Context: an optimization exercise on an open-source flow, tuned for small area. The choices shown serve that exercise and are no tape-out recipe.
Where RTL was checked, it was by simulation tests only, not by an equivalence proof against the original.
Only the layout flow was run in run 1; the RTL was not checked for function there.

## config.mk

```make
export PLATFORM = sky130hd
export DESIGN_NAME = wrsp_bank_top
export DESIGN_NICKNAME = wrsp_bank_top
export VERILOG_FILES = /design/flow/design.v
export SDC_FILE = /design/flow/constraint.sdc
export NUM_CORES = 8
export LEC_CHECK = 0
export CAP_MARGIN = 20
export CORE_MARGIN = 2
export CORE_UTILIZATION = 55
export CTS_BUF_LIST = sky130_fd_sc_hd__clkbuf_4 sky130_fd_sc_hd__clkbuf_8
export PLACE_DENSITY = 0.65
export SLEW_MARGIN = 20
```

## constraint.sdc

```tcl
create_clock -name core_clock -period 9.0 [get_ports {clk_i}]
set_input_delay 1.8000 -clock core_clock [delete_from_list [all_inputs] [get_ports {clk_i}]]
set_output_delay 1.8000 -clock core_clock [all_outputs]
set_load 0.01 [all_outputs]
```

## design.v

```verilog
`timescale 1ns/1ps
package wrsp_bank_pkg;
  localparam int MsgWidth = 32;
  localparam int IdWidth = 4;
  localparam int NumIds = 2 ** IdWidth;
  localparam int Capacity = 64;
  localparam int AddrWidth = $clog2(Capacity);
  typedef logic [MsgWidth-1:0] msg_t;
  typedef logic [IdWidth-1:0] id_t;
  typedef logic [AddrWidth-1:0] slot_addr_t;
  typedef logic [Capacity-1:0] slot_mask_t;
  typedef logic [AddrWidth:0] count_t;
endpackage
`timescale 1ns/1ps
module wrsp_slot_allocator (
  input  logic                     clk_i,
  input  logic                     rst_ni,
  input  logic                     take_i,
  output wrsp_bank_pkg::slot_addr_t take_addr_o,
  input  logic                     give_back_i,
  input  wrsp_bank_pkg::slot_addr_t give_back_addr_i,
  output logic                     res_valid_o,
  output wrsp_bank_pkg::slot_mask_t address_released_onehot_o
);
  localparam int Capacity = wrsp_bank_pkg::Capacity;
  wrsp_bank_pkg::slot_mask_t occ_q;
  wrsp_bank_pkg::slot_addr_t free_addr;
  always_comb begin
    free_addr = '0;
    for (int i = Capacity - 1; i >= 0; i--) begin
      if (!occ_q[i]) begin
        free_addr = wrsp_bank_pkg::slot_addr_t'(i);
      end
    end
  end
  assign take_addr_o = free_addr;
  assign res_valid_o = ~&occ_q;
  always_comb begin
    address_released_onehot_o = '0;
    if (give_back_i) begin
      address_released_onehot_o[give_back_addr_i] = 1'b1;
    end
  end
  always_ff @(posedge clk_i or negedge rst_ni) begin
    if (!rst_ni) begin
      occ_q <= '0;
    end else begin
      for (int i = 0; i < Capacity; i++) begin
        if (take_i && free_addr == wrsp_bank_pkg::slot_addr_t'(i)) begin
          occ_q[i] <= 1'b1;
        end else if (address_released_onehot_o[i]) begin
          occ_q[i] <= 1'b0;
        end
      end
    end
  end
endmodule
`timescale 1ns/1ps
module wrsp_list_ctrl (
  input  logic                      clk_i,
  input  logic                      rst_ni,
  input  logic                      res_ready_i,
  input  logic                      res_valid_i,
  input  wrsp_bank_pkg::id_t        res_id_i,
  input  wrsp_bank_pkg::id_t        in_id_i,
  input  logic                      in_valid_i,
  output logic                      in_ready_o,
  input  wrsp_bank_pkg::slot_mask_t release_en_i,
  input  logic                      accept_i,
  output logic                      take_o,
  input  wrsp_bank_pkg::slot_addr_t take_addr_i,
  output logic                      wr_en_o,
  output wrsp_bank_pkg::slot_addr_t wr_addr_o,
  output logic                      rd_en_o,
  output wrsp_bank_pkg::slot_addr_t rd_addr_o,
  output wrsp_bank_pkg::id_t        rd_id_o
);
  localparam int NumIds   = wrsp_bank_pkg::NumIds;
  localparam int Capacity = wrsp_bank_pkg::Capacity;
  wrsp_bank_pkg::slot_addr_t head_q [NumIds];
  wrsp_bank_pkg::slot_addr_t fill_q [NumIds];
  wrsp_bank_pkg::slot_addr_t tail_q [NumIds];
  logic [NumIds-1:0] nonempty_q;
  logic [NumIds-1:0] unfilled_q;
  logic [NumIds-1:0] eligible;
  wrsp_bank_pkg::slot_addr_t next_q [Capacity];
  wrsp_bank_pkg::id_t        sel_id;
  logic                      sel_valid;
  logic                      take;
  wrsp_bank_pkg::slot_addr_t fill_in;
  wrsp_bank_pkg::slot_addr_t head_sel;
  wrsp_bank_pkg::slot_addr_t next_fill;
  wrsp_bank_pkg::slot_addr_t next_head;
  logic                      fill_last;
  logic                      head_last;
  assign take   = res_valid_i && res_ready_i;
  assign take_o = take;
  assign in_ready_o = in_valid_i && unfilled_q[in_id_i];
  assign wr_en_o    = in_ready_o;
  assign fill_in    = fill_q[in_id_i];
  assign wr_addr_o  = fill_in;
  assign fill_last  = (fill_in == tail_q[in_id_i]);
  assign next_fill  = next_q[fill_in];
  for (genvar g = 0; g < NumIds; g++) begin : g_elig
    assign eligible[g] = nonempty_q[g] && (!unfilled_q[g] || head_q[g] != fill_q[g])
                         && release_en_i[head_q[g]];
  end
  always_comb begin
    sel_valid = 1'b0;
    sel_id    = '0;
    for (int i = NumIds - 1; i >= 0; i--) begin
      if (eligible[i]) begin
        sel_valid = 1'b1;
        sel_id    = wrsp_bank_pkg::id_t'(i);
      end
    end
  end
  assign rd_en_o   = sel_valid && accept_i;
  assign head_sel  = head_q[sel_id];
  assign rd_addr_o = head_sel;
  assign rd_id_o   = sel_id;
  assign head_last = (head_sel == tail_q[sel_id]);
  assign next_head = next_q[head_sel];
  always_ff @(posedge clk_i) begin
    if (take && nonempty_q[res_id_i]) begin
      next_q[tail_q[res_id_i]] <= take_addr_i;
    end
  end
  for (genvar g = 0; g < NumIds; g++) begin : g_id
    logic do_res;
    logic do_fill;
    logic do_rel;
    assign do_res  = take && (res_id_i == wrsp_bank_pkg::id_t'(g));
    assign do_fill = in_ready_o && (in_id_i == wrsp_bank_pkg::id_t'(g));
    assign do_rel  = rd_en_o && (sel_id == wrsp_bank_pkg::id_t'(g));
    always_ff @(posedge clk_i or negedge rst_ni) begin
      if (!rst_ni) begin
        nonempty_q[g] <= 1'b0;
        unfilled_q[g] <= 1'b0;
      end else begin
        nonempty_q[g] <= do_res || (nonempty_q[g] && !(do_rel && head_last));
        unfilled_q[g] <= do_res || (unfilled_q[g] && !(do_fill && fill_last));
      end
    end
    always_ff @(posedge clk_i) begin
      if (do_res) begin
        tail_q[g] <= take_addr_i;
      end
      if (do_res && (!nonempty_q[g] || (do_rel && head_last))) begin
        head_q[g] <= take_addr_i;
      end else if (do_rel) begin
        head_q[g] <= next_head;
      end
      if (do_res && (!unfilled_q[g] || (do_fill && fill_last))) begin
        fill_q[g] <= take_addr_i;
      end else if (do_fill) begin
        fill_q[g] <= next_fill;
      end
    end
  end
endmodule
`timescale 1ns/1ps
module wrsp_msg_ram (
  input  logic                      clk_i,
  input  logic                      wr_en_i,
  input  wrsp_bank_pkg::slot_addr_t wr_addr_i,
  input  logic [27:0]               wr_data_i,
  input  wrsp_bank_pkg::slot_addr_t rd_addr_i,
  output logic [27:0]               rd_data_o
);
  localparam int Capacity = wrsp_bank_pkg::Capacity;
  logic [27:0] mem_q [Capacity];
  logic [Capacity-1:0] rd_sel;
  always_ff @(posedge clk_i) begin
    if (wr_en_i) begin
      mem_q[wr_addr_i] <= wr_data_i;
    end
  end
  always_comb begin
    rd_sel = '0;
    rd_sel[rd_addr_i] = 1'b1;
  end
  always_comb begin
    rd_data_o = '0;
    for (int i = 0; i < Capacity; i++) begin
      rd_data_o = rd_data_o | (mem_q[i] & {28{rd_sel[i]}});
    end
  end
endmodule
`timescale 1ns/1ps
module wrsp_out_stage (
  input  logic                      clk_i,
  input  logic                      rst_ni,
  input  logic                      rd_en_i,
  input  wrsp_bank_pkg::slot_addr_t rd_addr_i,
  input  wrsp_bank_pkg::id_t        rd_id_i,
  input  logic                      out_ready_i,
  output logic                      out_valid_o,
  output logic                      accept_o,
  output logic                      taken_o,
  output wrsp_bank_pkg::slot_addr_t slot_o,
  output wrsp_bank_pkg::id_t        id_o
);
  logic valid_q;
  assign out_valid_o = valid_q;
  assign taken_o     = valid_q && out_ready_i;
  assign accept_o    = !valid_q || out_ready_i;
  always_ff @(posedge clk_i or negedge rst_ni) begin
    if (!rst_ni) begin
      valid_q <= 1'b0;
    end else begin
      valid_q <= rd_en_i || (valid_q && !out_ready_i);
    end
  end
  always_ff @(posedge clk_i) begin
    if (rd_en_i) begin
      slot_o <= rd_addr_i;
      id_o   <= rd_id_i;
    end
  end
endmodule
`timescale 1ns/1ps
module wrsp_bank_top (
  input  logic                      clk_i,
  input  logic                      rst_ni,
  input  wrsp_bank_pkg::id_t        reservation_request_id_i,
  output wrsp_bank_pkg::slot_addr_t new_reserved_address_o,
  input  logic                      reservation_request_ready_i,
  output logic                      reservation_request_valid_o,
  input  wrsp_bank_pkg::msg_t       data_i,
  output wrsp_bank_pkg::msg_t       data_o,
  input  wrsp_bank_pkg::slot_mask_t release_en_i,
  output wrsp_bank_pkg::slot_mask_t address_released_onehot_o,
  input  logic                      in_valid_i,
  output logic                      in_ready_o,
  input  logic                      out_ready_i,
  output logic                      out_valid_o
);
  localparam int IdWidth  = wrsp_bank_pkg::IdWidth;
  localparam int MsgWidth = wrsp_bank_pkg::MsgWidth;
  logic                      take;
  wrsp_bank_pkg::slot_addr_t take_addr;
  logic                      give_back;
  wrsp_bank_pkg::slot_addr_t out_slot;
  logic                      wr_en;
  wrsp_bank_pkg::slot_addr_t wr_addr;
  logic                      rd_en;
  wrsp_bank_pkg::slot_addr_t rd_addr;
  wrsp_bank_pkg::id_t        rd_id;
  wrsp_bank_pkg::id_t        out_id;
  logic [MsgWidth-1:IdWidth] out_payload;
  logic accept;
  assign new_reserved_address_o = take_addr;
  wrsp_slot_allocator u_slot_allocator (
    .clk_i                     (clk_i),
    .rst_ni                    (rst_ni),
    .take_i                    (take),
    .take_addr_o               (take_addr),
    .give_back_i               (give_back),
    .give_back_addr_i          (out_slot),
    .res_valid_o               (reservation_request_valid_o),
    .address_released_onehot_o (address_released_onehot_o)
  );
  wrsp_list_ctrl u_list_ctrl (
    .clk_i        (clk_i),
    .rst_ni       (rst_ni),
    .res_ready_i  (reservation_request_ready_i),
    .res_valid_i  (reservation_request_valid_o),
    .res_id_i     (reservation_request_id_i),
    .in_id_i      (data_i[IdWidth-1:0]),
    .in_valid_i   (in_valid_i),
    .in_ready_o   (in_ready_o),
    .release_en_i (release_en_i),
    .accept_i     (accept),
    .take_o       (take),
    .take_addr_i  (take_addr),
    .wr_en_o      (wr_en),
    .wr_addr_o    (wr_addr),
    .rd_en_o      (rd_en),
    .rd_addr_o    (rd_addr),
    .rd_id_o      (rd_id)
  );
  wrsp_msg_ram u_msg_ram (
    .clk_i     (clk_i),
    .wr_en_i   (wr_en),
    .wr_addr_i (wr_addr),
    .wr_data_i (data_i[MsgWidth-1:IdWidth]),
    .rd_addr_i (out_slot),
    .rd_data_o (out_payload)
  );
  wrsp_out_stage u_out_stage (
    .clk_i       (clk_i),
    .rst_ni      (rst_ni),
    .rd_en_i     (rd_en),
    .rd_addr_i   (rd_addr),
    .rd_id_i     (rd_id),
    .out_ready_i (out_ready_i),
    .out_valid_o (out_valid_o),
    .accept_o    (accept),
    .taken_o     (give_back),
    .slot_o      (out_slot),
    .id_o        (out_id)
  );
  assign data_o = {out_payload, out_id};
endmodule
```

## run.sh

```bash
#!/bin/bash
# synth_recipe.tcl (not shown) runs the flow's synth.tcl, then flattens the netlist and writes it again
# the make line also repeats each setting of config.mk as NAME=value (left out here)
make -C /OpenROAD-flow-scripts/flow DESIGN_CONFIG=/design/flow/config.mk WORK_HOME=/design/flow/orfs CLKGATE_MAP_FILE= SYNTH_SCRIPT=/design/flow/synth_recipe.tcl finish
```

==> flow_summary.yaml, run 1 <==
status:
  outcome: "complete, but fails checks"
  check-failures: "negative setup slack"
global_route:
  global_route_total_overflow: 0
  track_usage_pct: 47.71
  number_of_global_route_vias_before_repair: 81950
  grt_first_pass_wirelength_mm: 687.3
  grt_antenna_before_repair: 43
  grt_max_degree: 117
yosys:
  synth-warning-count: 7
  synth_cells: 7799
  area_share_of_the_largest_cell_type_after_synthesis_pct: 64.88
  share_of_synthesized_area_occupied_by_flip_flops_and_latches_pct: 67.00
  post_synth.cell_area_avg_um2: 14.68
  asyncSetResetFlopFracSynth_pct: 3.773
  dominantRegCellSynth: "sky130_fd_sc_hd__edfxtp_1"
  synth.cell_area_um2: 114500
  post_synth_main_area_contributors: "sky130_fd_sc_hd__edfxtp_1 (65%), sky130_fd_sc_hd__a22oi_1 (4.3%), sky130_fd_sc_hd__mux4_2 (3.8%)"
  synth.net_count: 7908
  total_of_flip_flops_plus_latches_after_synthesis: 2571
  synth_largest_area_cell: "sky130_fd_sc_hd__edfxtp_1"
  count_of_flip_flops_with_a_built_in_enable_after_synthesis: 2474
  yosysUniqueCellTypes: 113
clock_tree:
  cts_hold_buf: 0
  post_cts.repair.setup_buffers: 0
  cts_root_buf: "sky130_fd_sc_hd__clkbuf_8"
  clock_pin_transition_on_the_worst_setup_and_hold_timing_paths_ns: 0.07
  htreeDepth: 5
  clock_insertion_delay_worst_skew_ns: 1.14
  clock-sinks: 2571
  cts_tree: "built"
  cts-buffers-inserted: 415
  max-clock-path-buffers: 4
setup_path:
  critPathKind: "flip-flop to output pin"
  start_kind: "flip-flop"
  setup.worst_path.end_class: "output pin"
  worst-endpoint-required_ns: 7.20
  worst_ep_arrival_time_ns: 7.32
  largest_fanout_on_the_critical_path: 18
cells_and_area:
  final_cell_count_no_fill: 11670
  fin_nets: 8658
  count_of_fill_cells_added_during_filler_insertion: 15150
  final_core_util_pct: 64.02
  fin_area_um2: 132600
  drive_gt1_share_pct: 21.69
  area_growth_pct: 15.77
min_path:
  hold_class: "flip-flop to flip-flop"
die:
  die_height_um: 460.3
  row_count: 167
  start_util_pct: 55.30
  full_die_area_um2: 211900
  floorplan.die.width_um: 460.3
  core_area_um2: 207100
  ios: 210
sta:
  hold_slack_ns: 0.5384
  worst_clock_skew_ns: 0.1064
  time_the_final_worst_path_needs_with_i_o_delays_and_setup_ns: 9.118
  timing.fmax_mhz: 109.7
  hold_viol_final: 0
  timing.final.ws_setup_ns: -0.1176
  rsz0062_at_grt: "false"
  slew-limit-headroom_pct: 12.34
  layout_worst_path_cycle_share_pct: 101.3
  timing.final.setup_violations: 3
  fin_setup_tns_ns: -0.1768
  worst_slew_pin_slew_ns: 1.312
  slew_viol_final: 0
placement:
  dp_hpwl_mm: 334.6
  place_congestion: 1.068
  placement.cell_area_um2: 124600
  io_buffer_count: 209
  place_ws_ns: -0.01730
  place.detailed.instances: 10920
job:
  max_cap_violations: 0
drt:
  vias: 89140
  detail_route.wirelength_mm: 514.5
  drt.antenna.violating_nets: 0
  detail_route.drc_violations: 0
  post_drt_wl_per_cell_um: 44.10
  drt_iter0_markers: 18630
  drtPass1Iterations: 10
  avgViaCountPerCell: 7.641
-- critical path: stages, from the launching register on --
cell and delay, ns:
sky130_fd_sc_hd__edfxtp_1 0.65, sky130_fd_sc_hd__nor3_1 0.35, sky130_fd_sc_hd__nand3_1 0.28, sky130_fd_sc_hd__xnor2_2 0.77
sky130_fd_sc_hd__nand2_1 0.74, sky130_fd_sc_hd__nor2_4 1.08, sky130_fd_sc_hd__buf_4 0.49, sky130_fd_sc_hd__a22o_1 0.21
sky130_fd_sc_hd__a221oi_1 0.05, sky130_fd_sc_hd__nand4_1 0.59, sky130_fd_sc_hd__nor4_2 0.12, sky130_fd_sc_hd__buf_4 0.23
sky130_fd_sc_hd__nand2_1 0.10, sky130_fd_sc_hd__clkdlybuf4s50_1 0.54
-- flip-flops by register name, summed over array words and instances, names as in the netlist, 4 cells and up --
signal,cells
u_msg_ram.mem_q,1792
u_list_ctrl.next_q,384
u_list_ctrl.fill_q,96
u_list_ctrl.head_q,96
u_list_ctrl.tail_q,96
u_slot_allocator.occ_q,64
u_list_ctrl.nonempty_q,16
u_list_ctrl.unfilled_q,16
u_out_stage.slot_o,6
u_out_stage.id_o,4
-- metal layers --
metal | routed length (um) | vias up | share of wire [%] | global-route usage (%)
li1 | - | 33540 | - | -
met2 | 206700 | 9379 | 40 | 64.57
met3 | 91600 | 1831 | 18 | 19.63
met1 | 182500 | 44340 | 35 | 65.80
met4 | 33080 | 54 | 6.4 | 24.82
met5 | 654 | - | 0.13 | 0.1837
-- repair_timing --
action,CTS,global route
gates cloned,0,0
setup endpoints to repair,11,15
resized for setup,8,7
pin swaps,0,1
-- layout make-up --
| cell class | instances | area [um2] | share of cell area (%) |
|---|---|---|---|
| clock buffers | 549 | 6768 | 5.105 |
| clock inverters | 173 | 983.4 | 0.7419 |
| diodes | 24 | 60.06 | 0.04530 |
| repair buffers | 867 | 7727 | 5.829 |
| inverters | 95 | 365.4 | 0.2756 |
| multi-input cells | 4599 | 36450 | 27.50 |
| flip-flops and latches | 2571 | 76720 | 57.87 |
| well taps | 2788 | 3488 | 2.631 |
-- cell usage after synthesis, drive strengths merged, types with 28 or more instances --
| cell | count |
|---|---|
| nand2 | 501 |
| and2 | 28 |
| dfrtp | 97 |
| a222oi | 49 |
| o31ai | 34 |
| xnor2 | 72 |
| o211ai | 37 |
| mux2i | 428 |
| a221oi | 245 |
| a22oi | 658 |
| nand2b | 29 |
| o22ai | 90 |
| a22o | 209 |
| and3 | 30 |
| buf | 158 |
| nor4 | 40 |
| o21ai | 189 |
| nor3 | 87 |
| nand3 | 177 |
| xor2 | 43 |
| inv | 90 |
| nor2b | 44 |
| nor2 | 440 |
| mux2 | 183 |
| a31oi | 54 |
| mux4 | 195 |
| nand4 | 222 |
| clkbuf | 376 |
| a21oi | 183 |
| edfxtp | 2474 |
-- cell families after synthesis --
logic type / Yosys count / synth area share, %
mux: 806 / 9.376
fa+ha+maj: 4 / 0.04371
flops: 2571 / 67.00
buf+inv: 629 / 2.374
compound gates: 1986 / 13.24
simple gates: 1688 / 7.088
xor+xnor: 115 / 0.8796
-- worst paths after layout --
kind | from | end | slack, ns | depth (start not counted)
max | u_out_stage.slot_o[2] | data_o[24] | -0.12 | 13
min | u_slot_allocator.occ_q[3] | u_slot_allocator.occ_q[3] | 0.54 | 1
max reg2reg | u_list_ctrl.head_q[6][0] | u_list_ctrl.head_q[1][4] | 1.05 | 18
min reg2reg | u_slot_allocator.occ_q[3] | u_slot_allocator.occ_q[3] | 0.54 | 1
max in group asynchronous | rst_ni | u_slot_allocator.occ_q[19] | 6.84 | 2
min in group asynchronous | rst_ni | u_list_ctrl.unfilled_q[5] | 0.73 | 1
-- layout by cell type, fill, tap and decap left out, types with 50 or more instances in the layout --
cell type                         netlist  layout
sky130_fd_sc_hd__a21oi_1              181     179
sky130_fd_sc_hd__a221oi_1             245     245
sky130_fd_sc_hd__a22o_1               209     209
sky130_fd_sc_hd__a22oi_1              658     658
sky130_fd_sc_hd__a31oi_1               52      50
sky130_fd_sc_hd__buf_12                 1      61
sky130_fd_sc_hd__buf_4                 23     611
sky130_fd_sc_hd__clkbuf_4               0     127
sky130_fd_sc_hd__clkbuf_8               0     423
sky130_fd_sc_hd__clkdlybuf4s50_1        0     180
sky130_fd_sc_hd__clkinv_1               5     108
sky130_fd_sc_hd__dfrtp_1               97      97
sky130_fd_sc_hd__edfxtp_1            2474    2474
sky130_fd_sc_hd__inv_1                 85      82
sky130_fd_sc_hd__mux2_2               150     150
sky130_fd_sc_hd__mux2i_1              428     428
sky130_fd_sc_hd__mux4_2               195     195
sky130_fd_sc_hd__nand2_1              490     483
sky130_fd_sc_hd__nand3_1              176     176
sky130_fd_sc_hd__nand4_1              220     220
sky130_fd_sc_hd__nor2_1               440     309
sky130_fd_sc_hd__nor2_4                 0     125
sky130_fd_sc_hd__nor3_1                83      81
sky130_fd_sc_hd__o21ai_0              186     186
sky130_fd_sc_hd__o22ai_1               87      82
sky130_fd_sc_hd__xnor2_1               72      71
==> run 2: changes to the inputs <==
--- a/design.v
+++ b/design.v
@@ -73,72 +73,95 @@
   output wrsp_bank_pkg::slot_addr_t wr_addr_o,
   output logic                      rd_en_o,
   output wrsp_bank_pkg::slot_addr_t rd_addr_o,
-  output wrsp_bank_pkg::id_t        rd_id_o
+  output wrsp_bank_pkg::id_t        rd_id_o,
+  input  wrsp_bank_pkg::slot_addr_t last_slot_i,
+  input  wrsp_bank_pkg::id_t        last_id_i
 );
   localparam int NumIds   = wrsp_bank_pkg::NumIds;
   localparam int Capacity = wrsp_bank_pkg::Capacity;
   wrsp_bank_pkg::slot_addr_t head_q [NumIds];
   wrsp_bank_pkg::slot_addr_t fill_q [NumIds];
   wrsp_bank_pkg::slot_addr_t tail_q [NumIds];
-  logic [NumIds-1:0] nonempty_q;
-  logic [NumIds-1:0] unfilled_q;
-  logic [NumIds-1:0] eligible;
+  logic [NumIds-1:0]         nonempty_q;
+  logic [NumIds-1:0]         unfilled_q;
+  logic [NumIds-1:0]         head_filled_q;
   wrsp_bank_pkg::slot_addr_t next_q [Capacity];
+  logic                      adv_q;
+  wrsp_bank_pkg::slot_addr_t adv_head;
+  logic                      adv_empty;
+  logic                      adv_fill_ne;
+  logic [NumIds-1:0]         adv_here;
+  logic [NumIds-1:0]         nonempty;
+  logic [NumIds-1:0]         head_filled;
+  logic [NumIds-1:0]         eligible;
   wrsp_bank_pkg::id_t        sel_id;
   logic                      sel_valid;
   logic                      take;
   wrsp_bank_pkg::slot_addr_t fill_in;
-  wrsp_bank_pkg::slot_addr_t head_sel;
   wrsp_bank_pkg::slot_addr_t next_fill;
-  wrsp_bank_pkg::slot_addr_t next_head;
   logic                      fill_last;
-  logic                      head_last;
   assign take   = res_valid_i && res_ready_i;
   assign take_o = take;
   assign in_ready_o = in_valid_i && unfilled_q[in_id_i];
   assign wr_en_o    = in_ready_o;
   assign fill_in    = fill_q[in_id_i];
   assign wr_addr_o  = fill_in;
-  assign fill_last  = (fill_in == tail_q[in_id_i]);
   assign next_fill  = next_q[fill_in];
+  assign fill_last  = (next_fill == fill_in);
+  assign adv_head    = next_q[last_slot_i];
+  assign adv_empty   = (adv_head == last_slot_i);
+  assign adv_fill_ne = (adv_head != fill_q[last_id_i]);
   for (genvar g = 0; g < NumIds; g++) begin : g_elig
-    assign eligible[g] = nonempty_q[g] && (!unfilled_q[g] || head_q[g] != fill_q[g])
-                         && release_en_i[head_q[g]];
+    assign adv_here[g] = adv_q && last_id_i == wrsp_bank_pkg::id_t'(g);
+    assign nonempty[g] = nonempty_q[g] && !(adv_here[g] && adv_empty);
+    assign head_filled[g] = adv_here[g] ? (!unfilled_q[g] || adv_fill_ne) : head_filled_q[g];
+    assign eligible[g] = nonempty[g] && head_filled[g] &&
+        (adv_here[g] ? release_en_i[adv_head] : release_en_i[head_q[g]]);
   end
+  logic [NumIds-1:0]         first;
+  wrsp_bank_pkg::slot_addr_t head_first;
   always_comb begin
-    sel_valid = 1'b0;
-    sel_id    = '0;
-    for (int i = NumIds - 1; i >= 0; i--) begin
-      if (eligible[i]) begin
-        sel_valid = 1'b1;
-        sel_id    = wrsp_bank_pkg::id_t'(i);
-      end
+    logic seen;
+    seen       = 1'b0;
+    sel_id     = '0;
+    head_first = '0;
+    for (int i = 0; i < NumIds; i++) begin
+      first[i]   = eligible[i] && !seen;
+      seen       = seen || eligible[i];
+      sel_id     = sel_id | ({wrsp_bank_pkg::IdWidth{first[i]}} & wrsp_bank_pkg::id_t'(i));
+      head_first = head_first | ({wrsp_bank_pkg::AddrWidth{first[i]}} & head_q[i]);
     end
+    sel_valid = seen;
   end
   assign rd_en_o   = sel_valid && accept_i;
-  assign head_sel  = head_q[sel_id];
-  assign rd_addr_o = head_sel;
+  assign rd_addr_o = |(first & adv_here) ? adv_head : head_first;
   assign rd_id_o   = sel_id;
-  assign head_last = (head_sel == tail_q[sel_id]);
-  assign next_head = next_q[head_sel];
-  always_ff @(posedge clk_i) begin
-    if (take && nonempty_q[res_id_i]) begin
-      next_q[tail_q[res_id_i]] <= take_addr_i;
+  for (genvar s = 0; s < Capacity; s++) begin : g_link
+    always_ff @(posedge clk_i) begin
+      if (take && ((nonempty_q[res_id_i] && tail_q[res_id_i] == wrsp_bank_pkg::slot_addr_t'(s))
+                   || take_addr_i == wrsp_bank_pkg::slot_addr_t'(s))) begin
+        next_q[s] <= take_addr_i;
+      end
+    end
+  end
+  always_ff @(posedge clk_i or negedge rst_ni) begin
+    if (!rst_ni) begin
+      adv_q <= 1'b0;
+    end else begin
+      adv_q <= rd_en_o;
     end
   end
   for (genvar g = 0; g < NumIds; g++) begin : g_id
     logic do_res;
     logic do_fill;
-    logic do_rel;
     assign do_res  = take && (res_id_i == wrsp_bank_pkg::id_t'(g));
     assign do_fill = in_ready_o && (in_id_i == wrsp_bank_pkg::id_t'(g));
-    assign do_rel  = rd_en_o && (sel_id == wrsp_bank_pkg::id_t'(g));
     always_ff @(posedge clk_i or negedge rst_ni) begin
       if (!rst_ni) begin
         nonempty_q[g] <= 1'b0;
         unfilled_q[g] <= 1'b0;
       end else begin
-        nonempty_q[g] <= do_res || (nonempty_q[g] && !(do_rel && head_last));
+        nonempty_q[g] <= do_res || nonempty[g];
         unfilled_q[g] <= do_res || (unfilled_q[g] && !(do_fill && fill_last));
       end
     end
@@ -146,10 +169,17 @@
       if (do_res) begin
         tail_q[g] <= take_addr_i;
       end
-      if (do_res && (!nonempty_q[g] || (do_rel && head_last))) begin
+      if (do_res && !nonempty[g]) begin
+        head_filled_q[g] <= 1'b0;
+      end else if (do_fill) begin
+        head_filled_q[g] <= 1'b1;
+      end else begin
+        head_filled_q[g] <= head_filled[g];
+      end
+      if (do_res && !nonempty[g]) begin
         head_q[g] <= take_addr_i;
-      end else if (do_rel) begin
-        head_q[g] <= next_head;
+      end else if (adv_here[g]) begin
+        head_q[g] <= adv_head;
       end
       if (do_res && (!unfilled_q[g] || (do_fill && fill_last))) begin
         fill_q[g] <= take_addr_i;
@@ -278,7 +308,9 @@
     .wr_addr_o    (wr_addr),
     .rd_en_o      (rd_en),
     .rd_addr_o    (rd_addr),
-    .rd_id_o      (rd_id)
+    .rd_id_o      (rd_id),
+    .last_slot_i  (out_slot),
+    .last_id_i    (out_id)
   );
   wrsp_msg_ram u_msg_ram (
     .clk_i     (clk_i),
==> flow/run.sh (new file) <==
#!/bin/bash
# Layout flow: the standard ORFS flow (standard.sh, standard synthesis
# script) with three changes:
#  - ABC maps the logic with flow/abc.script, which recovers area, in place
#    of ORFS's delay-driven abc_speed.script (registers are untouched: they
#    are mapped by dfflibmap before ABC runs);
#  - the ports are buffered with buf_2 instead of a delay cell;
#  - the clock tree is built from clkbuf_4/clkbuf_8 in clusters of up to 15
#    sinks, without dummy loads.
# Every tool's output goes to the logs under orfs/logs and to standard.log.
set -uo pipefail
WORK="$PWD"
rm -rf "$WORK/scripts_x"
cp -r "$FLOW_HOME/scripts" "$WORK/scripts_x"
cp "$WORK/flow/abc.script" "$WORK/scripts_x/abc_speed.script"
export SCRIPTS_DIR="$WORK/scripts_x"
export BUFFER_PORTS_ARGS="-buffer_cell sky130_fd_sc_hd__buf_2"
export CTS_ARGS="-sink_clustering_enable -repair_clock_nets -dont_use_dummy_load -buf_list {sky130_fd_sc_hd__clkbuf_4 sky130_fd_sc_hd__clkbuf_8} -sink_clustering_size 15 -sink_clustering_max_diameter 50"
bash standard.sh > "$WORK/standard.log" 2>&1
==> flow/abc.script (new file) <==
&get -n
&st
&syn2
&dch
&nf
&put
==> standard.sh (new file) <==
#!/bin/bash
# synth_recipe.tcl (not shown) runs the flow's synth.tcl, then flattens the netlist and writes it again
# the make line also repeats each setting of config.mk as NAME=value (left out here)
make -C /OpenROAD-flow-scripts/flow DESIGN_CONFIG=/design/flow/config.mk WORK_HOME=/design/flow/orfs CLKGATE_MAP_FILE= SYNTH_SCRIPT=/design/flow/synth_recipe.tcl "${@:-finish}"
==> config.mk (replaced) <==
export PLATFORM = sky130hd
export DESIGN_NAME = wrsp_bank_top
export DESIGN_NICKNAME = wrsp_bank_top
export VERILOG_FILES = /design/flow/design.v
export SDC_FILE = /design/flow/constraint.sdc
export NUM_CORES = 8
export LEC_CHECK = 0
export CAP_MARGIN = 5
export CORE_MARGIN = 2
export CORE_UTILIZATION = 55
export PLACE_DENSITY = 0.65
export SLEW_MARGIN = 5
removed: run.sh
==> run 2 against run 1 <==
Effect of this change: the run now finishes clean; sequential cell count increased by 17; sequential share of layout area increased by 6.7 points; routed wire length decreased by 17%; setup slack improved by 0.51 ns; synthesized cell count decreased by 11%; critical path depth increased by 1; largest cell class unchanged.
==> flow_summary.yaml, run 2 <==
yosys:
  post_synth_xor_area_fraction_pct: 0.1784
  post_synth_main_area_contributors: "sky130_fd_sc_hd__edfxtp_1 (69%), sky130_fd_sc_hd__mux4_2 (5.3%), sky130_fd_sc_hd__a22oi_1 (3.7%)"
  yosysUniqueCellTypes: 52
  synth.net_count: 7026
  total_of_flip_flops_plus_latches_after_synthesis: 2588
  synth_cells: 6917
  synth.cell_area_um2: 108000
  synth-simple-area-share_pct: 8.048
  share_of_synthesized_area_occupied_by_flip_flops_and_latches_pct: 71.36
  yosysMostFrequentCell: "sky130_fd_sc_hd__edfxtp_1"
  synth_largest_area_cell: "sky130_fd_sc_hd__edfxtp_1"
  synth_fa_ha_area_share_pct: 0.04635
  post_synth.cell_area_avg_um2: 15.61
  area_share_of_the_largest_cell_type_after_synthesis_pct: 68.79
  post_synth_mux_area_share_pct: 6.313
  synth_top_family_by_area: "compound AO/OA/AOI/OAI gates"
  synth_compound_gate_area_share_pct: 13.75
  count_of_flip_flops_with_a_built_in_enable_after_synthesis: 2474
  yosys-top-cells-count: "sky130_fd_sc_hd__edfxtp_1 (2474), sky130_fd_sc_hd__nand2_1 (602), sky130_fd_sc_hd__a22oi_1 (534), sky130_fd_sc_hd__nor2_1 (423), sky130_fd_sc_hd__a222oi_1 (377)"
  dominantRegCellSynth: "sky130_fd_sc_hd__edfxtp_1"
  asyncSetResetFlopFracSynth_pct: 3.787
  synth-warning-count: 8
placement:
  io_buffer_count: 209
  dp_hpwl_mm: 289.0
  place_congestion: 1.092
sta:
  slew-limit-headroom_pct: 10.47
  rsz0062_at_grt: "false"
  timing.fmax_mhz: 116.1
  layout_worst_path_cycle_share_pct: 95.67
  slew_viol_final: 0
  time_the_final_worst_path_needs_with_i_o_delays_and_setup_ns: 8.611
  hold_viol_final: 0
  worst_slew_pin_slew_ns: 1.333
  worst_clock_skew_ns: 0.1280
  fin_setup_tns_ns: 0
  timing.final.setup_violations: 0
drt:
  detail_route.wirelength_mm: 428.7
  detail_route.drc_violations: 0
  drtPass1Iterations: 14
  post_drt_wl_per_cell_um: 41.21
  drt_iter0_markers: 16560
  drt.antenna.violating_nets: 0
  vias: 78720
  avgViaCountPerCell: 7.567
global_route:
  grt_antenna_before_repair: 26
  grt_max_degree: 83
  track_usage_pct: 42.33
  number_of_global_route_vias_before_repair: 72930
  global_route_total_overflow: 0
  grt_first_pass_wirelength_mm: 583.7
cells_and_area:
  layout.cells.most_common: "sky130_fd_sc_hd__edfxtp_1"
  area_growth_pct: 10.45
  drive_gt1_share_pct: 15.51
  fin_nets: 7875
  layout_common_cells: "sky130_fd_sc_hd__edfxtp_1 (2474), sky130_fd_sc_hd__nand2_1 (601), sky130_fd_sc_hd__a22oi_1 (534)"
  largest-register: "u_msg_ram.mem_q"
  largest_reg_flops: 1792
die:
  start_util_pct: 55.38
  core_area_um2: 195000
  floorplan.die.width_um: 447.1
  full_die_area_um2: 199900
  row_count: 162
  ios: 210
  die_height_um: 447.1
clock_tree:
  clock-sinks: 2588
  htreeDepth: 4
  cts_root_buf: "sky130_fd_sc_hd__clkbuf_8"
  cts_tree: "built"
  cts-buffers-inserted: 232
  post_cts.repair.setup_buffers: 0
  clock_insertion_delay_worst_skew_ns: 1.07
  max-clock-path-buffers: 3
  clock_pin_transition_on_the_worst_setup_and_hold_timing_paths_ns: 0.09
setup_path:
  worst_ep_arrival_time_ns: 6.81
  setup.worst_path.end_class: "output pin"
  critPathKind: "flip-flop to output pin"
  largest_fanout_on_the_critical_path: 21
  worst-endpoint-required_ns: 7.20
  start_kind: "flip-flop"
min_path:
  hold_class: "flip-flop to flip-flop"
status:
  outcome: "timing/DRC/antenna clean"
job:
  max_cap_violations: 0
## run 2: cell count changes after synthesis, moves of 78 or more
cell / before / now
sky130_fd_sc_hd__clkinv_1: 5 / 87
sky130_fd_sc_hd__nand2_1: 490 / 602
sky130_fd_sc_hd__buf_2: 78 / 0
sky130_fd_sc_hd__mux2_2: 150 / 0
sky130_fd_sc_hd__mux2i_1: 428 / 68
sky130_fd_sc_hd__inv_1: 85 / 0
sky130_fd_sc_hd__clkbuf_1: 376 / 0
sky130_fd_sc_hd__o21ai_0: 186 / 310
sky130_fd_sc_hd__a222oi_1: 49 / 377
sky130_fd_sc_hd__a221oi_1: 245 / 149
sky130_fd_sc_hd__a22o_1: 209 / 124
sky130_fd_sc_hd__a22oi_1: 658 / 534
sky130_fd_sc_hd__and2_0: 2 / 86
## run 2: repair_timing
action | 4_1_cts | 5_1_grt
resized for setup | 0 | 5
hold buffers | 0 | 0
setup endpoints to repair | 0 | 1
## run 2: path summary, 6_finish.rpt
path / slack, ns / cells after the start / endpoint / from
worst min-delay path: 0.56 / 2 / u_slot_allocator.occ_q[41] / u_slot_allocator.occ_q[41]
worst max-delay path: 0.39 / 14 / data_o[5] / u_out_stage.slot_o[2]
worst max register to register: 0.55 / 31 / u_out_stage.slot_o[2] / u_out_stage.slot_o[2]
min in group asynchronous: 0.78 / 1 / u_list_ctrl.unfilled_q[13] / rst_ni
worst min register to register: 0.56 / 2 / u_slot_allocator.occ_q[41] / u_slot_allocator.occ_q[41]
max in group asynchronous: 6.77 / 2 / u_slot_allocator.occ_q[2] / rst_ni
## run 2: critical path, cell delays in order (launching register included)
cell and delay (ns):
sky130_fd_sc_hd__edfxtp_1 0.70, sky130_fd_sc_hd__buf_4 0.30, sky130_fd_sc_hd__nor3_1 0.22, sky130_fd_sc_hd__xor2_1 0.60, sky130_fd_sc_hd__clkinv_1 0.19, sky130_fd_sc_hd__or2_0 0.32
sky130_fd_sc_hd__nor2_1 0.89, sky130_fd_sc_hd__and2_1 0.63, sky130_fd_sc_hd__buf_4 0.48, sky130_fd_sc_hd__a22oi_1 0.16, sky130_fd_sc_hd__nand4_1 0.24, sky130_fd_sc_hd__or4_1 0.59
sky130_fd_sc_hd__nor3_1 0.20, sky130_fd_sc_hd__nand4_1 0.15, sky130_fd_sc_hd__buf_2 0.14
## run 2: cell type report
| type | instances | area, um2 |
|---|---|---|
| multi-input combinational | 4242 | 31160 |
| clock buffer | 232 | 3193 |
| tap | 2624 | 3283 |
| sequential | 2588 | 77060 |
| inverter | 87 | 352.8 |
| fill | 14610 | 75720 |
| timing repair buffer | 615 | 4184 |
| antenna | 15 | 37.54 |
## run 2: metal layers
layer,part of all wire (%),GRT usage [%],vias to the layer above
met3,14,10.32,1109
met4,6.3,21.75,10
met2,44,62.65,6983
met5,0.014,0,-
met1,36,58.72,39430
li1,-,-,31190
## run 2: per-stage QoR
step | instance area, um2 | hold WS, ns | worst slack [ns] | util, % | instances
finish | 119300 | 0.5596 | 0.3894 | 61.17 | 10400
global route | 119200 | 0.5847 | 0.03039 | 61.16 | 10390
CTS | 119200 | 0.5509 | 0.3331 | 61.14 | 10390
detailed placement | 116000 | 0.5316 | 0.05590 | 59.50 | 10160
global placement | 116000 | 0.5257 | 0.1226 | 59.50 | 10160
floorplan | 108000 | 0.4899 | 0.03821 | - | 6917
## run 2: kinds of logic (layout without fill, tap and decap cells)
family | Yosys count | count (layout)
compound gates | 1996 | 1996
xor+xnor | 22 | 22
fa+ha+maj | 4 | 4
buf+inv | 87 | 934
flops | 2588 | 2588
mux | 357 | 357
other cells | 0 | 15
simple gates | 1863 | 1863
==> run 3: changes to the inputs <==
--- a/design.v
+++ b/design.v
@@ -112,29 +112,36 @@
   assign adv_empty   = (adv_head == last_slot_i);
   assign adv_fill_ne = (adv_head != fill_q[last_id_i]);
   for (genvar g = 0; g < NumIds; g++) begin : g_elig
-    assign adv_here[g] = adv_q && last_id_i == wrsp_bank_pkg::id_t'(g);
-    assign nonempty[g] = nonempty_q[g] && !(adv_here[g] && adv_empty);
+    assign adv_here[g]    = adv_q && last_id_i == wrsp_bank_pkg::id_t'(g);
+    assign nonempty[g]    = nonempty_q[g] && !(adv_here[g] && adv_empty);
     assign head_filled[g] = adv_here[g] ? (!unfilled_q[g] || adv_fill_ne) : head_filled_q[g];
-    assign eligible[g] = nonempty[g] && head_filled[g] &&
-        (adv_here[g] ? release_en_i[adv_head] : release_en_i[head_q[g]]);
+    assign eligible[g]    = !adv_here[g] && nonempty_q[g] && head_filled_q[g] && release_en_i[head_q[g]];
   end
+  logic adv_eligible;
+  assign adv_eligible = adv_q && nonempty[last_id_i] && head_filled[last_id_i] && release_en_i[adv_head];
   logic [NumIds-1:0]         first;
-  wrsp_bank_pkg::slot_addr_t head_first;
+  logic                      other_valid;
+  wrsp_bank_pkg::id_t        other_id;
+  wrsp_bank_pkg::slot_addr_t other_head;
   always_comb begin
     logic seen;
     seen       = 1'b0;
-    sel_id     = '0;
-    head_first = '0;
+    other_id   = '0;
+    other_head = '0;
     for (int i = 0; i < NumIds; i++) begin
       first[i]   = eligible[i] && !seen;
       seen       = seen || eligible[i];
-      sel_id     = sel_id | ({wrsp_bank_pkg::IdWidth{first[i]}} & wrsp_bank_pkg::id_t'(i));
-      head_first = head_first | ({wrsp_bank_pkg::AddrWidth{first[i]}} & head_q[i]);
+      other_id   = other_id | ({wrsp_bank_pkg::IdWidth{first[i]}} & wrsp_bank_pkg::id_t'(i));
+      other_head = other_head | ({wrsp_bank_pkg::AddrWidth{first[i]}} & head_q[i]);
     end
-    sel_valid = seen;
+    other_valid = seen;
   end
+  logic adv_wins;
+  assign adv_wins  = adv_eligible && (!other_valid || last_id_i < other_id);
+  assign sel_valid = other_valid || adv_eligible;
+  assign sel_id    = adv_wins ? last_id_i : other_id;
   assign rd_en_o   = sel_valid && accept_i;
-  assign rd_addr_o = |(first & adv_here) ? adv_head : head_first;
+  assign rd_addr_o = adv_wins ? adv_head : other_head;
   assign rd_id_o   = sel_id;
   for (genvar s = 0; s < Capacity; s++) begin : g_link
     always_ff @(posedge clk_i) begin
==> flow/run.sh (replaced) <==
#!/bin/bash
# Layout flow: the standard ORFS flow (standard.sh, standard synthesis
# script) with three changes:
#  - ABC maps the logic with flow/abc.script, which recovers area, in place
#    of ORFS's delay-driven abc_speed.script (registers are untouched: they
#    are mapped by dfflibmap before ABC runs);
#  - the ports are buffered with buf_1 instead of a delay cell;
#  - the clock tree is built from clkbuf_4/clkbuf_8 in clusters of up to 15
#    sinks, without dummy loads.
# Every tool's output goes to the logs under orfs/logs and to standard.log.
set -uo pipefail
WORK="$PWD"
rm -rf "$WORK/scripts_x"
cp -r "$FLOW_HOME/scripts" "$WORK/scripts_x"
cp "$WORK/flow/abc.script" "$WORK/scripts_x/abc_speed.script"
export SCRIPTS_DIR="$WORK/scripts_x"
export BUFFER_PORTS_ARGS="-buffer_cell sky130_fd_sc_hd__buf_1"
export CTS_ARGS="-sink_clustering_enable -repair_clock_nets -dont_use_dummy_load -buf_list {sky130_fd_sc_hd__clkbuf_4 sky130_fd_sc_hd__clkbuf_8} -sink_clustering_size 15 -sink_clustering_max_diameter 50"
bash standard.sh > "$WORK/standard.log" 2>&1
==> run 3 against run 2 <==
Effect of this change: first-iteration DRC count shrank 0.81%; sequential share of layout area grew 0.32 points.
==> flow_summary.yaml, run 3 <==
drt:
  avgViaCountPerCell: 7.707
  post_drt_wl_per_cell_um: 43.44
  drtPass1Iterations: 12
  met1Wirelength_mm: 153.8
  met2_wirelength_mm: 189.5
  wl_met3_mm: 66.18
  drt_iter0_markers: 16420
  detail_route.drc_violations: 0
  drt.antenna.violating_nets: 0
  detail_route.wirelength_mm: 441.2
  vias: 78280
  route.top_layer_used: "met5"
setup_path:
  largest_fanout_on_the_critical_path: 19
  endpoint: "data_o[25]"
  timing.critical_path.slowest_stage_cell: "sky130_fd_sc_hd__and2_1"
  crit-reg2reg-capture: "u_out_stage.slot_o[3]"
  cp-startpoint: "u_out_stage.slot_o[5]"
  regToRegStartpoint: "u_out_stage.slot_o[0]"
  critPathTopFamily: "simple AND/OR/NAND/NOR gates"
  rrSetupSlack_ns: 0.96
  timing.critical_path.buf_inv: 2
  critPathKind: "flip-flop to output pin"
  critPathMaxStageDelay_ns: 1.04
  path_depth: 12
  reg2reg_depth: 27
  worst_ep_arrival_time_ns: 6.74
  worst-endpoint-required_ns: 7.20
  crit_path_cell_trace: "nand2_1 -> nand3_1 -> nand2_1 -> nor2_1 -> and2_1 -> buf_4 -> a222oi_1 -> nand4_1 -> or4_1 -> nor3_1 -> nand4_1 -> buf_1"
  start_kind: "flip-flop"
  setup.worst_path.end_class: "output pin"
clock_tree:
  cts_tree: "built"
  cts-buffers-inserted: 222
  clock_pin_transition_on_the_worst_setup_and_hold_timing_paths_ns: 0.07
  cts_root_buf: "sky130_fd_sc_hd__clkbuf_8"
  clock-sinks: 2588
  clock_insertion_delay_worst_skew_ns: 1.06
  htreeDepth: 4
  max-clock-path-buffers: 3
  cts_hold_buf: 0
sta:
  timing.final.ws_setup_ns: 0.4613
  worst_slew_pin_slew_ns: 1.453
  slew-limit-headroom_pct: 3.136
  timing.final.setup_violations: 0
  rsz0062_at_grt: "false"
  layout_worst_path_cycle_share_pct: 94.87
  time_the_final_worst_path_needs_with_i_o_delays_and_setup_ns: 8.539
  timing.fmax_mhz: 117.1
  fin_setup_tns_ns: 0
  hold_viol_final: 0
  worst_clock_skew_ns: 0.1639
  slew_viol_final: 0
global_route:
  grt_max_degree: 97
  number_of_global_route_vias_before_repair: 71750
  grt_antenna_before_repair: 34
  grt_first_pass_wirelength_mm: 595.2
  global_route_total_overflow: 0
  track_usage_pct: 43.68
yosys:
  synth.net_count: 6753
  dominantRegCellSynth: "sky130_fd_sc_hd__edfxtp_1"
  area_share_of_the_largest_cell_type_after_synthesis_pct: 69.02
  count_of_flip_flops_with_a_built_in_enable_after_synthesis: 2474
  yosysMostFrequentCell: "sky130_fd_sc_hd__edfxtp_1"
  synth_largest_area_cell: "sky130_fd_sc_hd__edfxtp_1"
  post_synth_main_area_contributors: "sky130_fd_sc_hd__edfxtp_1 (69%), sky130_fd_sc_hd__mux4_2 (7.0%), sky130_fd_sc_hd__a222oi_1 (3.6%)"
  post_synth.cell_area_avg_um2: 16.21
  synth_cells: 6641
  synth-warning-count: 8
  asyncSetResetFlopFracSynth_pct: 3.787
  total_of_flip_flops_plus_latches_after_synthesis: 2588
  yosysUniqueCellTypes: 51
  synth.cell_area_um2: 107600
  yosys-top-cells-count: "sky130_fd_sc_hd__edfxtp_1 (2474), sky130_fd_sc_hd__nand2_1 (555), sky130_fd_sc_hd__a22oi_1 (497), sky130_fd_sc_hd__nor2_1 (399), sky130_fd_sc_hd__a222oi_1 (385)"
  share_of_synthesized_area_occupied_by_flip_flops_and_latches_pct: 71.60
placement:
  dp_hpwl_mm: 300.8
  place_ws_ns: 0.6014
  io_buffer_count: 209
  place_congestion: 1.175
  place.detailed.instances: 9908
die:
  die_height_um: 446.4
  ios: 210
  full_die_area_um2: 199300
  start_util_pct: 55.26
  floorplan.die.width_um: 446.4
  row_count: 162
  core_area_um2: 194800
cells_and_area:
  final_core_util_pct: 60.93
  largest_reg_flops: 1792
  count_of_fill_cells_added_during_filler_insertion: 14540
  fin_nets: 7622
  largest-register: "u_msg_ram.mem_q"
  layout.cells.most_common: "sky130_fd_sc_hd__edfxtp_1"
  drive_gt1_share_pct: 15.13
  layout_common_cells: "sky130_fd_sc_hd__edfxtp_1 (2474), sky130_fd_sc_hd__nand2_1 (554), sky130_fd_sc_hd__a22oi_1 (497)"
  area_growth_pct: 10.26
  regArea_um2: 77060
  final_cell_count_no_fill: 10160
  multiInputGateArea_um2: 30810
status:
  outcome: "timing/DRC/antenna clean"
min_path:
  hold_class: "flip-flop to flip-flop"
job:
  max_cap_violations: 0
==> run 3: worst min-delay path: stages (launching register included) <==
cell,delay (ns)
sky130_fd_sc_hd__dfrtp_1,0.36
sky130_fd_sc_hd__o21ai_0,0.08
sky130_fd_sc_hd__o21ai_0,0.07
==> run 3: logic make-up after synthesis <==
logic type               count (synthesis)  synth area share, %
XOR/XNOR                                21               0.1709
AND/OR/NAND/NOR                       1763                7.700
AO/OA/AOI/OAI                         1798                12.68
adder cells (fa/ha/maj)                  7              0.08137
flip-flops                            2588                71.60
multiplexers                           387                7.506
buffers and inverters                   77               0.2685
==> run 3: area by class of cell <==
cell class	instances	area share [%]
well taps	2624	2.766
diodes	25	0.05271
multi-input cells	3977	25.96
clock buffers	222	2.574
flip-flops and latches	2588	64.93
repair buffers	644	3.466
inverters	77	0.2520
==> run 3: routing by layer <==
metal  global-route usage (%)  up-vias
met1                    58.33    39270
met4                    24.40       18
met2                    62.86     7309
li1                         -    30290
met5                   0.4151        -
met3                    15.04     1399
==> run 3: per-stage QoR <==
stage                     hold slack (ns)  instance area (um2)
after floorplan                    0.4899               107600
after global placement             0.5098               115500
after detailed placement           0.5334               115500
after CTS                          0.5478               118600
after global routing               0.5774               118600
final                              0.5482               118700
==> run 3: worst min path at each step <==
stage / start / endpoint / slack (ns) / depth (start not counted)
4_1_cts: u_slot_allocator.occ_q[24] / u_slot_allocator.occ_q[24] / 0.55 / 2
3_5_place_dp: u_slot_allocator.occ_q[24] / u_slot_allocator.occ_q[24] / 0.53 / 2
2_1_floorplan: u_slot_allocator.occ_q[40] / u_slot_allocator.occ_q[40] / 0.49 / 2
6_report: u_slot_allocator.occ_q[24] / u_slot_allocator.occ_q[24] / 0.55 / 2
3_3_place_gp: u_slot_allocator.occ_q[42] / u_slot_allocator.occ_q[42] / 0.51 / 2
5_1_grt: u_slot_allocator.occ_q[40] / u_slot_allocator.occ_q[40] / 0.58 / 2
==> run 3: repair_timing <==
item                                    4_1_cts  5_1_grt
endpoints found under the setup margin        0        1
setup buffers                                 0        1
resized for setup                             0        1
==> run 4: changes to the inputs <==
--- a/design.v
+++ b/design.v
@@ -18,7 +18,7 @@
   input  logic                     take_i,
   output wrsp_bank_pkg::slot_addr_t take_addr_o,
   input  logic                     give_back_i,
-  input  wrsp_bank_pkg::slot_addr_t give_back_addr_i,
+  input  wrsp_bank_pkg::slot_mask_t give_back_sel_i,
   output logic                     res_valid_o,
   output wrsp_bank_pkg::slot_mask_t address_released_onehot_o
 );
@@ -35,12 +35,7 @@
   end
   assign take_addr_o = free_addr;
   assign res_valid_o = ~&occ_q;
-  always_comb begin
-    address_released_onehot_o = '0;
-    if (give_back_i) begin
-      address_released_onehot_o[give_back_addr_i] = 1'b1;
-    end
-  end
+  assign address_released_onehot_o = give_back_i ? give_back_sel_i : '0;
   always_ff @(posedge clk_i or negedge rst_ni) begin
     if (!rst_ni) begin
       occ_q <= '0;
@@ -69,12 +64,12 @@
   input  logic                      accept_i,
   output logic                      take_o,
   input  wrsp_bank_pkg::slot_addr_t take_addr_i,
-  output logic                      wr_en_o,
-  output wrsp_bank_pkg::slot_addr_t wr_addr_o,
+  output wrsp_bank_pkg::slot_mask_t wr_sel_o,
   output logic                      rd_en_o,
   output wrsp_bank_pkg::slot_addr_t rd_addr_o,
   output wrsp_bank_pkg::id_t        rd_id_o,
   input  wrsp_bank_pkg::slot_addr_t last_slot_i,
+  input  wrsp_bank_pkg::slot_mask_t last_sel_i,
   input  wrsp_bank_pkg::id_t        last_id_i
 );
   localparam int NumIds   = wrsp_bank_pkg::NumIds;
@@ -86,6 +81,10 @@
   logic [NumIds-1:0]         unfilled_q;
   logic [NumIds-1:0]         head_filled_q;
   wrsp_bank_pkg::slot_addr_t next_q [Capacity];
+  logic [Capacity*wrsp_bank_pkg::AddrWidth-1:0] next_rows;
+  for (genvar s = 0; s < Capacity; s++) begin : g_next_rows
+    assign next_rows[s*wrsp_bank_pkg::AddrWidth +: wrsp_bank_pkg::AddrWidth] = next_q[s];
+  end
   logic                      adv_q;
   wrsp_bank_pkg::slot_addr_t adv_head;
   logic                      adv_empty;
@@ -103,12 +102,24 @@
   assign take   = res_valid_i && res_ready_i;
   assign take_o = take;
   assign in_ready_o = in_valid_i && unfilled_q[in_id_i];
-  assign wr_en_o    = in_ready_o;
   assign fill_in    = fill_q[in_id_i];
-  assign wr_addr_o  = fill_in;
-  assign next_fill  = next_q[fill_in];
+  wrsp_bank_pkg::slot_mask_t fill_sel;
+  always_comb begin
+    fill_sel = '0;
+    fill_sel[fill_in] = 1'b1;
+  end
+  assign wr_sel_o = in_ready_o ? fill_sel : '0;
+  wrsp_sel_read #(.Width(wrsp_bank_pkg::AddrWidth)) u_next_fill (
+    .rows_i (next_rows),
+    .sel_i  (fill_sel),
+    .data_o (next_fill)
+  );
   assign fill_last  = (next_fill == fill_in);
-  assign adv_head    = next_q[last_slot_i];
+  wrsp_sel_read #(.Width(wrsp_bank_pkg::AddrWidth)) u_adv_head (
+    .rows_i (next_rows),
+    .sel_i  (last_sel_i),
+    .data_o (adv_head)
+  );
   assign adv_empty   = (adv_head == last_slot_i);
   assign adv_fill_ne = (adv_head != fill_q[last_id_i]);
   for (genvar g = 0; g < NumIds; g++) begin : g_elig
@@ -197,32 +208,57 @@
   end
 endmodule
 `timescale 1ns/1ps
+module wrsp_sel_read #(
+  parameter int Width = 1
+) (
+  input  logic [wrsp_bank_pkg::Capacity*Width-1:0] rows_i,
+  input  wrsp_bank_pkg::slot_mask_t        sel_i,
+  output logic [Width-1:0]                 data_o
+);
+  localparam int Capacity = wrsp_bank_pkg::Capacity;
+  localparam int NumGrp   = (Capacity + 2) / 3;
+  logic [3*NumGrp-1:0] sel_x;
+  assign sel_x = {{(3*NumGrp-Capacity){1'b0}}, sel_i};
+  for (genvar b = 0; b < Width; b++) begin : g_bit
+    logic [3*NumGrp-1:0] col;
+    logic [NumGrp-1:0]   grp_n;
+    for (genvar i = 0; i < 3*NumGrp; i++) begin : g_col
+      if (i < Capacity) begin : g_row
+        assign col[i] = rows_i[i*Width + b];
+      end else begin : g_pad
+        assign col[i] = 1'b0;
+      end
+    end
+    for (genvar j = 0; j < NumGrp; j++) begin : g_grp
+      assign grp_n[j] = !((col[3*j] && sel_x[3*j]) || (col[3*j+1] && sel_x[3*j+1])
+                          || (col[3*j+2] && sel_x[3*j+2]));
+    end
+    assign data_o[b] = !(&grp_n);
+  end
+endmodule
 module wrsp_msg_ram (
   input  logic                      clk_i,
-  input  logic                      wr_en_i,
-  input  wrsp_bank_pkg::slot_addr_t wr_addr_i,
+  input  wrsp_bank_pkg::slot_mask_t wr_sel_i,
   input  logic [27:0]               wr_data_i,
-  input  wrsp_bank_pkg::slot_addr_t rd_addr_i,
+  input  wrsp_bank_pkg::slot_mask_t rd_sel_i,
   output logic [27:0]               rd_data_o
 );
   localparam int Capacity = wrsp_bank_pkg::Capacity;
   logic [27:0] mem_q [Capacity];
-  logic [Capacity-1:0] rd_sel;
-  always_ff @(posedge clk_i) begin
-    if (wr_en_i) begin
-      mem_q[wr_addr_i] <= wr_data_i;
-    end
-  end
-  always_comb begin
-    rd_sel = '0;
-    rd_sel[rd_addr_i] = 1'b1;
-  end
-  always_comb begin
-    rd_data_o = '0;
-    for (int i = 0; i < Capacity; i++) begin
-      rd_data_o = rd_data_o | (mem_q[i] & {28{rd_sel[i]}});
+  logic [Capacity*28-1:0] rows;
+  for (genvar s = 0; s < Capacity; s++) begin : g_row
+    always_ff @(posedge clk_i) begin
+      if (wr_sel_i[s]) begin
+        mem_q[s] <= wr_data_i;
+      end
     end
+    assign rows[s*28 +: 28] = mem_q[s];
   end
+  wrsp_sel_read #(.Width(28)) u_read (
+    .rows_i (rows),
+    .sel_i  (rd_sel_i),
+    .data_o (rd_data_o)
+  );
 endmodule
 `timescale 1ns/1ps
 module wrsp_out_stage (
@@ -236,9 +272,14 @@
   output logic                      accept_o,
   output logic                      taken_o,
   output wrsp_bank_pkg::slot_addr_t slot_o,
+  output wrsp_bank_pkg::slot_mask_t slot_sel_o,
   output wrsp_bank_pkg::id_t        id_o
 );
   logic valid_q;
+  always_comb begin
+    slot_sel_o = '0;
+    slot_sel_o[slot_o] = 1'b1;
+  end
   assign out_valid_o = valid_q;
   assign taken_o     = valid_q && out_ready_i;
   assign accept_o    = !valid_q || out_ready_i;
@@ -279,8 +320,8 @@
   wrsp_bank_pkg::slot_addr_t take_addr;
   logic                      give_back;
   wrsp_bank_pkg::slot_addr_t out_slot;
-  logic                      wr_en;
-  wrsp_bank_pkg::slot_addr_t wr_addr;
+  wrsp_bank_pkg::slot_mask_t out_sel;
+  wrsp_bank_pkg::slot_mask_t wr_sel;
   logic                      rd_en;
   wrsp_bank_pkg::slot_addr_t rd_addr;
   wrsp_bank_pkg::id_t        rd_id;
@@ -294,7 +335,7 @@
     .take_i                    (take),
     .take_addr_o               (take_addr),
     .give_back_i               (give_back),
-    .give_back_addr_i          (out_slot),
+    .give_back_sel_i           (out_sel),
     .res_valid_o               (reservation_request_valid_o),
     .address_released_onehot_o (address_released_onehot_o)
   );
@@ -311,20 +352,19 @@
     .accept_i     (accept),
     .take_o       (take),
     .take_addr_i  (take_addr),
-    .wr_en_o      (wr_en),
-    .wr_addr_o    (wr_addr),
+    .wr_sel_o     (wr_sel),
     .rd_en_o      (rd_en),
     .rd_addr_o    (rd_addr),
     .rd_id_o      (rd_id),
     .last_slot_i  (out_slot),
+    .last_sel_i   (out_sel),
     .last_id_i    (out_id)
   );
   wrsp_msg_ram u_msg_ram (
     .clk_i     (clk_i),
-    .wr_en_i   (wr_en),
-    .wr_addr_i (wr_addr),
+    .wr_sel_i  (wr_sel),
     .wr_data_i (data_i[MsgWidth-1:IdWidth]),
-    .rd_addr_i (out_slot),
+    .rd_sel_i  (out_sel),
     .rd_data_o (out_payload)
   );
   wrsp_out_stage u_out_stage (
@@ -338,6 +378,7 @@
     .accept_o    (accept),
     .taken_o     (give_back),
     .slot_o      (out_slot),
+    .slot_sel_o  (out_sel),
     .id_o        (out_id)
   );
   assign data_o = {out_payload, out_id};
--- a/flow/run.sh
+++ b/flow/run.sh
@@ -1,7 +1,8 @@
 #!/bin/bash
 # Layout flow: the standard ORFS flow (standard.sh, standard synthesis
 # script) with three changes:
-#  - ABC maps the logic with flow/abc.script, which recovers area, in place
+#  - ABC maps the logic with flow/abc.script (choices and area-recovering
+#    mapping on the logic as written, without restructuring it), in place
 #    of ORFS's delay-driven abc_speed.script (registers are untouched: they
 #    are mapped by dfflibmap before ABC runs);
 #  - the ports are buffered with buf_1 instead of a delay cell;
==> flow/abc.script (replaced) <==
&get -n
&st
&dch
&nf
&put
==> run 4 against run 3 <==
Effect of this change: largest cell class unchanged; worst hold slack improved by 0.0051 ns; synthesized cell count decreased by 6.7%; first-iteration DRC count increased by 1.1%; cell count decreased by 6.2%; maximum frequency decreased by 1.4%.
==> flow_summary.yaml, run 4 <==
setup_path:
  crit-reg2reg-capture: "u_out_stage.id_o[1]"
  timing.critical_path.slowest_stage_cell: "sky130_fd_sc_hd__nor4_1"
  worst-endpoint-required_ns: 7.20
  regToRegStartpoint: "u_out_stage.slot_o[0]"
  largest_fanout_on_the_critical_path: 31
  rrSetupSlack_ns: 0.71
  crit_path_cell_trace: "clkinv_1 -> ha_1 -> nor3b_1 -> xor2_1 -> buf_4 -> or3_1 -> nor2_4 -> buf_4 -> a222oi_1 -> nand4_1 -> nor4_1 -> nand4_1 -> buf_1"
  reg2reg_depth: 27
  worst_ep_arrival_time_ns: 6.86
  critPathKind: "flip-flop to output pin"
clock_tree:
  cts_root_buf: "sky130_fd_sc_hd__clkbuf_8"
  htreeDepth: 4
  clock_insertion_delay_worst_skew_ns: 1.06
  clock-sinks: 2588
  max-clock-path-buffers: 3
drt:
  drt.antenna.violating_nets: 0
  detail_route.drc_violations: 0
  drt_iter0_markers: 16600
  drtPass1Iterations: 14
sta:
  time_the_final_worst_path_needs_with_i_o_delays_and_setup_ns: 8.657
  slew-limit-headroom_pct: 10.84
  hold_viol_final: 0
  timing.final.setup_violations: 0
  slew_viol_final: 0
  worst_clock_skew_ns: 0.1062
  timing.fmax_mhz: 115.5
yosys:
  share_of_synthesized_area_occupied_by_flip_flops_and_latches_pct: 72.54
  synth_cells: 6196
  yosys-top-cells-count: "sky130_fd_sc_hd__edfxtp_1 (2474), sky130_fd_sc_hd__a222oi_1 (835), sky130_fd_sc_hd__nand2_1 (318), sky130_fd_sc_hd__nor2_1 (295), sky130_fd_sc_hd__mux4_2 (276)"
  post_synth_main_area_contributors: "sky130_fd_sc_hd__edfxtp_1 (70%), sky130_fd_sc_hd__a222oi_1 (7.9%), sky130_fd_sc_hd__mux4_2 (5.9%)"
  synth-warning-count: 9
  synth.net_count: 6311
  area_share_of_the_largest_cell_type_after_synthesis_pct: 69.93
  dominantRegCellSynth: "sky130_fd_sc_hd__edfxtp_1"
  post_synth.cell_area_avg_um2: 17.15
  synth_largest_area_cell: "sky130_fd_sc_hd__edfxtp_1"
  yosysUniqueCellTypes: 52
  total_of_flip_flops_plus_latches_after_synthesis: 2588
  count_of_flip_flops_with_a_built_in_enable_after_synthesis: 2474
  asyncSetResetFlopFracSynth_pct: 3.787
global_route:
  grt_max_degree: 82
  track_usage_pct: 37.63
  grt_first_pass_wirelength_mm: 525.0
cells_and_area:
  multiInputGateArea_um2: 29750
  regArea_um2: 77060
  largest-register: "u_msg_ram.mem_q"
  layout_common_cells: "sky130_fd_sc_hd__edfxtp_1 (2474), sky130_fd_sc_hd__a222oi_1 (835), sky130_fd_sc_hd__buf_4 (364)"
  final_cell_count_no_fill: 9523
  fin_nets: 7110
  layout.cells.most_common: "sky130_fd_sc_hd__edfxtp_1"
  final_core_util_pct: 60.92
  fin_area_um2: 117100
die:
  die_height_um: 443.5
  floorplan.die.width_um: 443.5
  core_area_um2: 192200
  start_util_pct: 55.28
  full_die_area_um2: 196700
  row_count: 161
placement:
  place_congestion: 1.064
  placement.cell_area_um2: 114000
  place.detailed.instances: 9298
  dp_hpwl_mm: 243.7
min_path:
  hold_class: "flip-flop to flip-flop"
  worst_hold_path.endpoint: "u_slot_allocator.occ_q[19]"
status:
  outcome: "timing/DRC/antenna clean"
## run 4: what timing repair did
item | CTS | global route
buffers inserted | 0 | 1
hold buffers | 0 | 0
endpoints found under the setup margin | 0 | 1
resized for setup | 0 | 8
## run 4: metrics by stage
step	setup WS, ns	hold WS [ns]
6_report	0.3430	0.5533
5_1_grt	0.03473	0.5898
4_1_cts	0.09568	0.5506
3_5_place_dp	-0.2693	0.5405
3_3_place_gp	-0.1676	0.5372
2_1_floorplan	0.1789	0.5128
## run 4: area by class of cell
class	instances	share of cell area, %
clock buffers	220	2.586
flip-flops and latches	2588	65.83
inverters	112	0.3634
multi-input cells	3496	25.41
well taps	2526	2.700
repair buffers	577	3.106
diodes	4	0.008550
## run 4: cell families (layout without fill, tap and decap cells)
kind of cell	Yosys count	after routing	synth area share, %
adders and majority gates	10	10	0.1178
DFF	2588	2588	72.54
buffers and inverters	112	909	0.3957
other	0	4	0
AOI/OAI and AO/OA	1617	1617	12.48
xor gates and xnor gates	34	34	0.2803
and+or+nand+nor	1353	1353	6.372
muxes	482	482	7.812
## run 4: per-layer routing
metal  track usage (%)  vias to the layer above  wire (um)
met1             54.06                    37180     141600
met4             13.22                       16      15110
li1                  -                    29330          -
met2             55.97                     5877     167300
met3             10.08                      848      52270
met5                 0                        -        107
## run 4: worst max path at each step
stage	slack, ns	to	depth (start not counted)	startpoint
5_1_grt	0.03	new_reserved_address_o[0]	35	u_slot_allocator.occ_q[63]
3_5_place_dp	-0.27	u_list_ctrl.fill_q[0][1]	28	data_i[1]
4_1_cts	0.1	new_reserved_address_o[0]	35	u_slot_allocator.occ_q[63]
3_3_place_gp	-0.17	u_list_ctrl.fill_q[2][1]	27	data_i[0]
6_report	0.34	data_o[16]	13	u_out_stage.slot_o[0]
2_1_floorplan	0.18	u_out_stage.id_o[0]	20	u_out_stage.slot_o[2]
## run 4: worst max-delay path, delay by kind of cell, from the launching register on
family / cells / cell delay, ns
simple gates: 6 / 3.07
buf+inv: 4 / 1.02
flops: 1 / 0.58
compound gates: 1 / 0.46
xor+xnor: 1 / 0.43
fa+ha+maj: 1 / 0.23

==> what the ideal ports hide <==
How much do the figures lean on ideal ports? The routed layouts below were timed once more, with nothing changed but the port constraints. Step 1 sets driving cells, clkbuf_16 on the clock port and buf_2 on the other inputs (assumed; they add their load-dependent delay and slew). Step 2 moves the port delays by t, midway between the first and last clock arrival at a register: inputs arrive t later, outputs are due t later. That takes back most of the time a late clock gives input paths. Three values: no drivers, after step 1, after step 2; two values: the first two.
run | t, ns | slack for setup (ns) | hold slack, ns | slew at the worst register clock pin (ns) | cell pins on the clock port's net
run 1 | 1.177 | -0.118 / -0.211 / -0.437 | 0.538 / 0.538 / 0.538 | 0.07 / 0.07 | 1
run 2 | 1.079 | 0.389 / 0.296 / -0.377 | 0.560 / 0.560 / 0.560 | 0.10 / 0.10 | 1
run 3 | 1.061 | 0.461 / 0.381 / 0.140 | 0.548 / 0.548 / 0.548 | 0.10 / 0.10 | 1
run 4 | 1.079 | 0.343 / 0.258 / -0.655 | 0.553 / 0.553 / 0.553 | 0.10 / 0.10 | 1
Met with ideal ports but missed after step 2: setup timing in run 2 and run 4. For run 4, which loses most, drivers alone change the setup slack by -0.085 ns; drivers and shift together by -0.998 ns.
